Background: an optimization exercise with open tools, aiming at small area, a short achievable clock period and few clock cycles. Do not read the settings as production practice.
Only simulation tests tie the RTL to the original design; equivalence was not proved.
Power and IR drop assume default switching activity.

==> flow/design.v <==
package imhq_pkg;
   localparam int VERTEX_W     = 6;
   localparam int NUM_VERTICES = 64;
   localparam int PRIO_W       = 32;
   localparam int TYPE_W       = 3;
   localparam int STATUS_W     = 3;
   localparam int COUNT_W      = 7;
   localparam int ENTRY_W      = VERTEX_W + PRIO_W;
   localparam logic [TYPE_W-1:0] REQ_INSERT   = 3'd0;
   localparam logic [TYPE_W-1:0] REQ_EXTRACT  = 3'd1;
   localparam logic [TYPE_W-1:0] REQ_DECREASE = 3'd2;
   localparam logic [TYPE_W-1:0] REQ_CONTAINS = 3'd3;
   localparam logic [TYPE_W-1:0] REQ_GET_PRIO = 3'd4;
   localparam logic [STATUS_W-1:0] ST_OK        = 3'd0;
   localparam logic [STATUS_W-1:0] ST_FULL      = 3'd1;
   localparam logic [STATUS_W-1:0] ST_EMPTY     = 3'd2;
   localparam logic [STATUS_W-1:0] ST_ABSENT    = 3'd3;
   localparam logic [STATUS_W-1:0] ST_NOT_LOWER = 3'd4;
   localparam logic [STATUS_W-1:0] ST_DUP       = 3'd5;
   typedef struct packed {
      logic [VERTEX_W-1:0] vtx;
      logic [PRIO_W-1:0]   prio;
   } entry_type;
endpackage
module indexed_min_heap_queue #(
   parameter int CAPACITY = 64
) (
   input  logic        clock,
   input  logic        reset,
   input  logic        req_valid,
   output logic        req_stall,
   input  logic [2:0]  req_type,
   input  logic [5:0]  req_vertex_id,
   input  logic [31:0] req_new_priority,
   output logic        rsp_valid,
   input  logic        rsp_stall,
   output logic [2:0]  rsp_status,
   output logic [5:0]  rsp_out_vertex,
   output logic [31:0] rsp_out_priority,
   output logic        rsp_is_present,
   output logic [6:0]  rsp_entry_count
);
   localparam int N  = CAPACITY;
   localparam int VW = imhq_pkg::VERTEX_W;
   localparam int PW = imhq_pkg::PRIO_W;
   localparam int TW = imhq_pkg::TYPE_W;
   localparam int CW = imhq_pkg::COUNT_W;
   localparam int RW = imhq_pkg::STATUS_W + VW + PW + 1 + CW;
   logic          a_vld;
   logic [TW-1:0] a_t;
   logic [VW-1:0] a_v;
   logic [PW-1:0] a_p;
   logic          x_vld;
   logic [TW-1:0] x_t;
   logic [VW-1:0] x_v;
   logic [PW-1:0] x_p;
   logic [N-1:0]  x_gt;      
   logic [N-1:0]  x_eq;      
   logic          stall_ff;
   logic [N-1:0][PW-1:0] qp;
   logic [N-1:0][VW-1:0] qv;
   logic [N-1:0]         vl;      
   logic [N-1:0]         hd;      
   logic [CW-1:0]        cnt;
   logic          h_vld, t_vld;
   logic [RW-1:0] h_d, t_d;
   function automatic logic gt_s(input logic [PW-1:0] a, input logic [PW-1:0] b);
      logic [PW-1:0] ua, ub, gg, nl;
      ua = a ^ {1'b1, {(PW-1){1'b0}}};
      ub = b ^ {1'b1, {(PW-1){1'b0}}};
      gg = ua & ~ub;
      nl = ua | ~ub;
      for (int w = PW; w > 1; w = w / 2) begin
         for (int k = 0; k < w / 2; k++) begin
            gg[k] = gg[2*k+1] | (nl[2*k+1] & gg[2*k]);
            nl[k] = nl[2*k+1] & nl[2*k];
         end
      end
      gt_s = gg[0];
   endfunction
   logic          fire;
   logic [N-1:0]  m, g, mf, s_n, s_r, s_h, osel;
   logic          is_ins, is_ext, is_dec, is_get;
   logic          present, full, empty, ins_ok, ext_ok, dec_ok, hd_hit;
   logic [PW-1:0] outp;
   logic [VW-1:0] outv;
   logic [CW-1:0] cnt_nx;
   logic [RW-1:0] res;
   assign fire = x_vld && !(h_vld && t_vld);
   always_comb begin
      logic [N-1:0] k, v2, k2;
      m = vl & x_eq;
      g = ~vl | x_gt;
      mf = m;
      for (int j = 0; j < N; j++) begin
         k[j] = hd[(j+1)%N];
      end
      for (int d = 1; d < N; d = d * 2) begin
         for (int j = 0; j < N; j++) begin
            v2[j] = mf[j] | (!k[j] & mf[(j+d)%N]);
            k2[j] = k[j] | k[(j+d)%N];
         end
         mf = v2;
         k  = k2;
      end
   end
   assign is_ins  = x_t == imhq_pkg::REQ_INSERT;
   assign is_ext  = x_t == imhq_pkg::REQ_EXTRACT;
   assign is_dec  = x_t == imhq_pkg::REQ_DECREASE;
   assign is_get  = x_t == imhq_pkg::REQ_GET_PRIO;
   assign present = |m;
   assign full    = cnt[CW-1];
   assign empty   = cnt == '0;
   assign ins_ok  = is_ins && !full && !present;
   assign ext_ok  = is_ext && !empty;
   assign dec_ok  = |(m & g);
   assign hd_hit  = |(m & hd);
   always_comb begin
      for (int j = 0; j < N; j++) begin
         logic zone, gp;
         gp     = g[(j+N-1)%N];
         zone   = g[j] && (ins_ok || (is_dec && mf[j]));
         s_n[j] = fire && zone && (hd[j] || !gp);
         s_r[j] = fire && zone && !hd[j] && gp;
         s_h[j] = !(s_n[j] || s_r[j]);
      end
   end
   always_comb begin
      osel = is_ext ? hd : m;
      outp = '0;
      outv = '0;
      for (int j = 0; j < N; j++) begin
         outp = outp | (qp[j] & {PW{osel[j]}});
         outv = outv | (qv[j] & {VW{hd[j]}});
      end
   end
   logic [CW-1:0] cnt_up, cnt_dn;
   assign cnt_up = cnt + CW'(1);
   assign cnt_dn = cnt - CW'(1);
   assign cnt_nx = ins_ok ? cnt_up : (ext_ok ? cnt_dn : cnt);
   always_comb begin
      logic [imhq_pkg::STATUS_W-1:0] st;
      logic [VW-1:0]                 ov;
      logic [PW-1:0]                 op;
      logic                          pr;
      st = imhq_pkg::ST_OK;
      ov = '0;
      op = '0;
      pr = present;
      if (is_ins) begin
         if (full)         st = imhq_pkg::ST_FULL;
         else if (present) st = imhq_pkg::ST_DUP;
         pr = present || !full;
      end else if (is_ext) begin
         if (empty) st = imhq_pkg::ST_EMPTY;
         else begin
            ov = outv;
            op = outp;
         end
         pr = present && !hd_hit;
      end else if (is_dec) begin
         if (!present)     st = imhq_pkg::ST_ABSENT;
         else if (!dec_ok) st = imhq_pkg::ST_NOT_LOWER;
      end else if (is_get) begin
         if (!present) st = imhq_pkg::ST_ABSENT;
         op = outp;
      end
      res = {st, ov, op, pr, cnt_nx};
   end
   for (genvar j = 0; j < N; j++) begin : g_slot
      imhq_slot #(.W(PW + VW)) u_slot (
         .clock (clock),
         .s_h   (s_h[j]),
         .s_r   (s_r[j]),
         .s_n   (s_n[j]),
         .prv   ({qp[(j+N-1)%N], qv[(j+N-1)%N]}),
         .nw    ({x_p, x_v}),
         .q     ({qp[j], qv[j]})
      );
   end
   always_ff @(posedge clock) begin
      if (reset) begin
         vl <= '0;
         hd <= N'(1);
      end else if (fire) begin
         for (int j = 0; j < N; j++) begin
            if (ext_ok) begin
               if (hd[j]) vl[j] <= 1'b0;
               hd[j] <= hd[(j+N-1)%N];
            end else if (s_n[j]) begin
               vl[j] <= 1'b1;
            end else if (s_r[j]) begin
               vl[j] <= vl[(j+N-1)%N];
            end
         end
      end
   end
   logic [N-1:0] a_gt, a_eq;
   logic         n_gt, n_eq;
   assign n_gt = gt_s(x_p, a_p);
   assign n_eq = x_v == a_v;
   always_comb begin
      logic [N-1:0] r_gt, r_eq;
      for (int j = 0; j < N; j++) begin
         r_gt[j] = gt_s(qp[j], a_p);
         r_eq[j] = qv[j] == a_v;
      end
      for (int j = 0; j < N; j++) begin
         a_gt[j] = (s_h[j] & r_gt[j]) | (s_r[j] & r_gt[(j+N-1)%N]) | (s_n[j] & n_gt);
         a_eq[j] = (s_h[j] & r_eq[j]) | (s_r[j] & r_eq[(j+N-1)%N]) | (s_n[j] & n_eq);
      end
   end
   logic pop, adv, a_free, a_vld_nx, x_vld_nx, h_vld_nx, t_vld_nx;
   assign pop    = h_vld && !rsp_stall;
   assign adv    = a_vld && (!x_vld || fire);
   assign a_free = !a_vld || adv;
   always_comb begin
      h_vld_nx = h_vld;
      t_vld_nx = t_vld;
      if (t_vld) begin
         if (pop) t_vld_nx = 1'b0;
      end else if (fire) begin
         if (h_vld && !pop) t_vld_nx = 1'b1;
         else               h_vld_nx = 1'b1;
      end else if (pop) begin
         h_vld_nx = 1'b0;
      end
      a_vld_nx = a_free ? req_valid : a_vld;
      x_vld_nx = adv || (x_vld && !fire);
   end
   always_ff @(posedge clock) begin
      if (reset) begin
         a_vld    <= 1'b0;
         x_vld    <= 1'b0;
         h_vld    <= 1'b0;
         t_vld    <= 1'b0;
         cnt      <= '0;
         stall_ff <= 1'b0;
      end else begin
         a_vld    <= a_vld_nx;
         x_vld    <= x_vld_nx;
         h_vld    <= h_vld_nx;
         t_vld    <= t_vld_nx;
         stall_ff <= a_vld_nx && x_vld_nx && h_vld_nx && t_vld_nx;
         if (fire) cnt <= cnt_nx;
      end
   end
   always_ff @(posedge clock) begin
      if (a_free) begin
         a_t <= req_type;
         a_v <= req_vertex_id;
         a_p <= req_new_priority;
      end
      if (adv) begin
         x_t  <= a_t;
         x_v  <= a_v;
         x_p  <= a_p;
         x_gt <= a_gt;
         x_eq <= a_eq;
      end
      if (t_vld) begin
         if (pop) h_d <= t_d;
      end else if (fire) begin
         if (h_vld && !pop) t_d <= res;
         else               h_d <= res;
      end
   end
   assign req_stall = stall_ff;
   assign {rsp_status, rsp_out_vertex, rsp_out_priority, rsp_is_present,
           rsp_entry_count} = h_d;
   assign rsp_valid = h_vld;
endmodule
module imhq_slot #(
   parameter int W = 38
) (
   input  logic         clock,
   input  logic         s_h,
   input  logic         s_r,
   input  logic         s_n,
   input  logic [W-1:0] prv,
   input  logic [W-1:0] nw,
   output logic [W-1:0] q
);
   always_ff @(posedge clock) begin
      q <= ({W{s_h}} & q) | ({W{s_r}} & prv) | ({W{s_n}} & nw);
   end
endmodule
==> flow/run.sh <==
#!/bin/bash
# synth_recipe.tcl (not shown) runs the flow's synth.tcl, then flattens the netlist and writes it again
# the make line also repeats each setting of config.mk as NAME=value (left out here)
make -C /OpenROAD-flow-scripts/flow DESIGN_CONFIG=/design/flow/config.mk WORK_HOME=/design/flow/orfs CLKGATE_MAP_FILE= SYNTH_SCRIPT=/design/flow/synth_recipe.tcl finish
==> flow/config.mk <==
export PLATFORM = sky130hd
export DESIGN_NAME = indexed_min_heap_queue
export DESIGN_NICKNAME = indexed_min_heap_queue
export VERILOG_FILES = /design/flow/design.v
export SDC_FILE = /design/flow/constraint.sdc
export NUM_CORES = 4
export LEC_CHECK = 0
export CAP_MARGIN = 20
export CORE_MARGIN = 2
export CORE_UTILIZATION = 35
export MIN_ROUTING_LAYER = met2
export PLACE_DENSITY = 0.4
export SETUP_SLACK_MARGIN = 5
export SLEW_MARGIN = 20
export SYNTH_HIERARCHICAL = 1
==> flow/constraint.sdc <==
create_clock -name core_clock -period 12.0 [get_ports {clock}]
set_input_delay 2.4000 -clock core_clock [delete_from_list [all_inputs] [get_ports {clock}]]
set_output_delay 2.4000 -clock core_clock [all_outputs]
set_load 0.01 [all_outputs]
==> results.py <==
metrics = {
    "run_status": {
        "outcome": "aborted with a tool error",
        "failed_stage": "global routing",
        "error": "[ERROR GRT-0116] Global routing finished with congestion. Check the congestion regions in the DRC Viewer.",
    },
    "clock_network": {
        "clock_sinks": 2880,
        "cts_inserted_buffers": 363,
        "cts_hold_buffers_added": 0,
        "htree_num_levels": 5,
        "postcts_setup_bufs": 0,
        "cts-resized-gates": 0,
        "ctsLongestPathBuffers": 4,
        "cts-root-buf": "sky130_fd_sc_hd__clkbuf_16",
    },
    "logic_synthesis": {
        "synthCells": 18925,
        "yosys.area.top_type": "sky130_fd_sc_hd__dfxtp_1",
        "edff_count_synth": 308,
        "nets_in_the_synthesized_netlist": 18973,
        "yosys_register_bits": 2880,
        "ys.flop_type": "sky130_fd_sc_hd__dfxtp_1",
        "yosys-top-cells-area": "sky130_fd_sc_hd__dfxtp_1 31%, sky130_fd_sc_hd__a222oi_1 15%, sky130_fd_sc_hd__inv_1 6.6%, sky130_fd_sc_hd__edfxtp_1 5.6%, sky130_fd_sc_hd__a21oi_1 3.6%",
        "post_synth_instance_area_mm2": 0.1648,
        "yosysSeqAreaShare_pct": 36.86,
        "synth_top_area_share_pct": 31.25,
        "post_synth.cell_area_avg_um2": 8.706,
        "async_flop_share_pct": 0,
        "yosysUniqueCellTypes": 97,
        "yosysWarningCount": 8,
    },
    "die": {
        "num_rows": 251,
        "die_h_um": 690.1,
        "die_width_um": 690.1,
        "io_pins": 96,
        "initial_core_util_pct": 35.21,
    },
    "global_route": {
        "groute.usage.overall_pct": 113.5,
        "grt_first_pass_wirelength_um": 2455000,
        "overflow": 40107,
        "grt_pass1_vias": 302951,
        "maximum_number_of_pins_on_one_net_before_global_route_repair": 106,
    },
    "place": {
        "place.gp.congestion": 1.546,
        "postPlaceCellArea_mm2": 0.1741,
        "place_inst": 24528,
        "port-buffer-count": 95,
        "hpwl_detailed_um": 1237000,
    },
}
routing by layer:
metal / track usage [%] / GRT overflow
met2: 105.8 / 8680
met4: 100.6 / 3495
met3: 131.6 / 25997
met1: - / -
met5: 111.5 / 1935
cell families after synthesis:
kind of cell | Yosys count | share of synthesized area, %
AO/OA/AOI/OAI | 7505 | 36.13
buffers and inverters | 4628 | 12.91
AND/OR/NAND/NOR | 3070 | 9.227
flip-flops | 2880 | 36.86
XOR/XNOR | 397 | 2.110
adder cells (fa/ha/maj) | 340 | 2.076
multiplexers | 105 | 0.6774
power groups by stage:
stage	Combinational, mW	Sequential, mW	Clock, mW
2_1_floorplan	0.792	10.2	0
3_3_place_gp	1.72	10.3	0
3_5_place_dp	1.72	10.3	0
4_1_cts	1.72	10.0	11.8
synth_stat cells, types with 52 or more instances:
cell,number
sky130_fd_sc_hd__a31oi_1,75
sky130_fd_sc_hd__a21oi_1,1188
sky130_fd_sc_hd__buf_1,205
sky130_fd_sc_hd__buf_4,67
sky130_fd_sc_hd__dfxtp_1,2572
sky130_fd_sc_hd__o211ai_1,76
sky130_fd_sc_hd__nor4_1,188
sky130_fd_sc_hd__o21a_1,65
sky130_fd_sc_hd__o221ai_1,175
sky130_fd_sc_hd__edfxtp_1,308
sky130_fd_sc_hd__nor2_1,669
sky130_fd_sc_hd__and2_1,53
sky130_fd_sc_hd__maj3_1,329
sky130_fd_sc_hd__o21bai_1,62
sky130_fd_sc_hd__a21boi_0,77
sky130_fd_sc_hd__a22o_1,434
sky130_fd_sc_hd__o22ai_1,445
sky130_fd_sc_hd__nor2b_1,161
sky130_fd_sc_hd__xor2_1,252
sky130_fd_sc_hd__buf_6,452
sky130_fd_sc_hd__a21o_1,115
sky130_fd_sc_hd__o21ai_0,560
sky130_fd_sc_hd__clkbuf_1,790
sky130_fd_sc_hd__o31ai_1,84
sky130_fd_sc_hd__nand3_1,264
sky130_fd_sc_hd__a222oi_1,2481
sky130_fd_sc_hd__nand2_1,832
sky130_fd_sc_hd__nand4_1,240
sky130_fd_sc_hd__xnor2_1,145
sky130_fd_sc_hd__buf_2,204
sky130_fd_sc_hd__inv_1,2892
sky130_fd_sc_hd__nor3_1,227
sky130_fd_sc_hd__mux2i_1,53
sky130_fd_sc_hd__nand2b_1,187
sky130_fd_sc_hd__a211oi_1,96
sky130_fd_sc_hd__a221oi_1,411
sky130_fd_sc_hd__mux2_2,52
sky130_fd_sc_hd__a22oi_1,646
stage by stage:
stage / power [mW] / setup WS (ns) / util [%] / hold WS, ns
floorplan: 10.98 / 5.384 / - / 0.4003
global placement: 11.97 / 3.884 / 37.11 / 0.4186
detailed placement: 11.97 / 5.162 / 37.20 / 0.4130
CTS: 23.59 / 5.180 / 39.87 / 0.4377
how the worst min path moves through the flow:
stage            from      to  slack (ns)  depth (start not counted)
3_3_place_gp   a_t[2]  x_t[2]        0.42                          0
2_1_floorplan  a_t[0]  x_t[0]        0.40                          0
4_1_cts        a_t[2]  x_t[2]        0.44                          0
3_5_place_dp   a_t[1]  x_t[1]        0.41                          0
Testbench counts, summed over its fixed seeds: cycles 16,024.
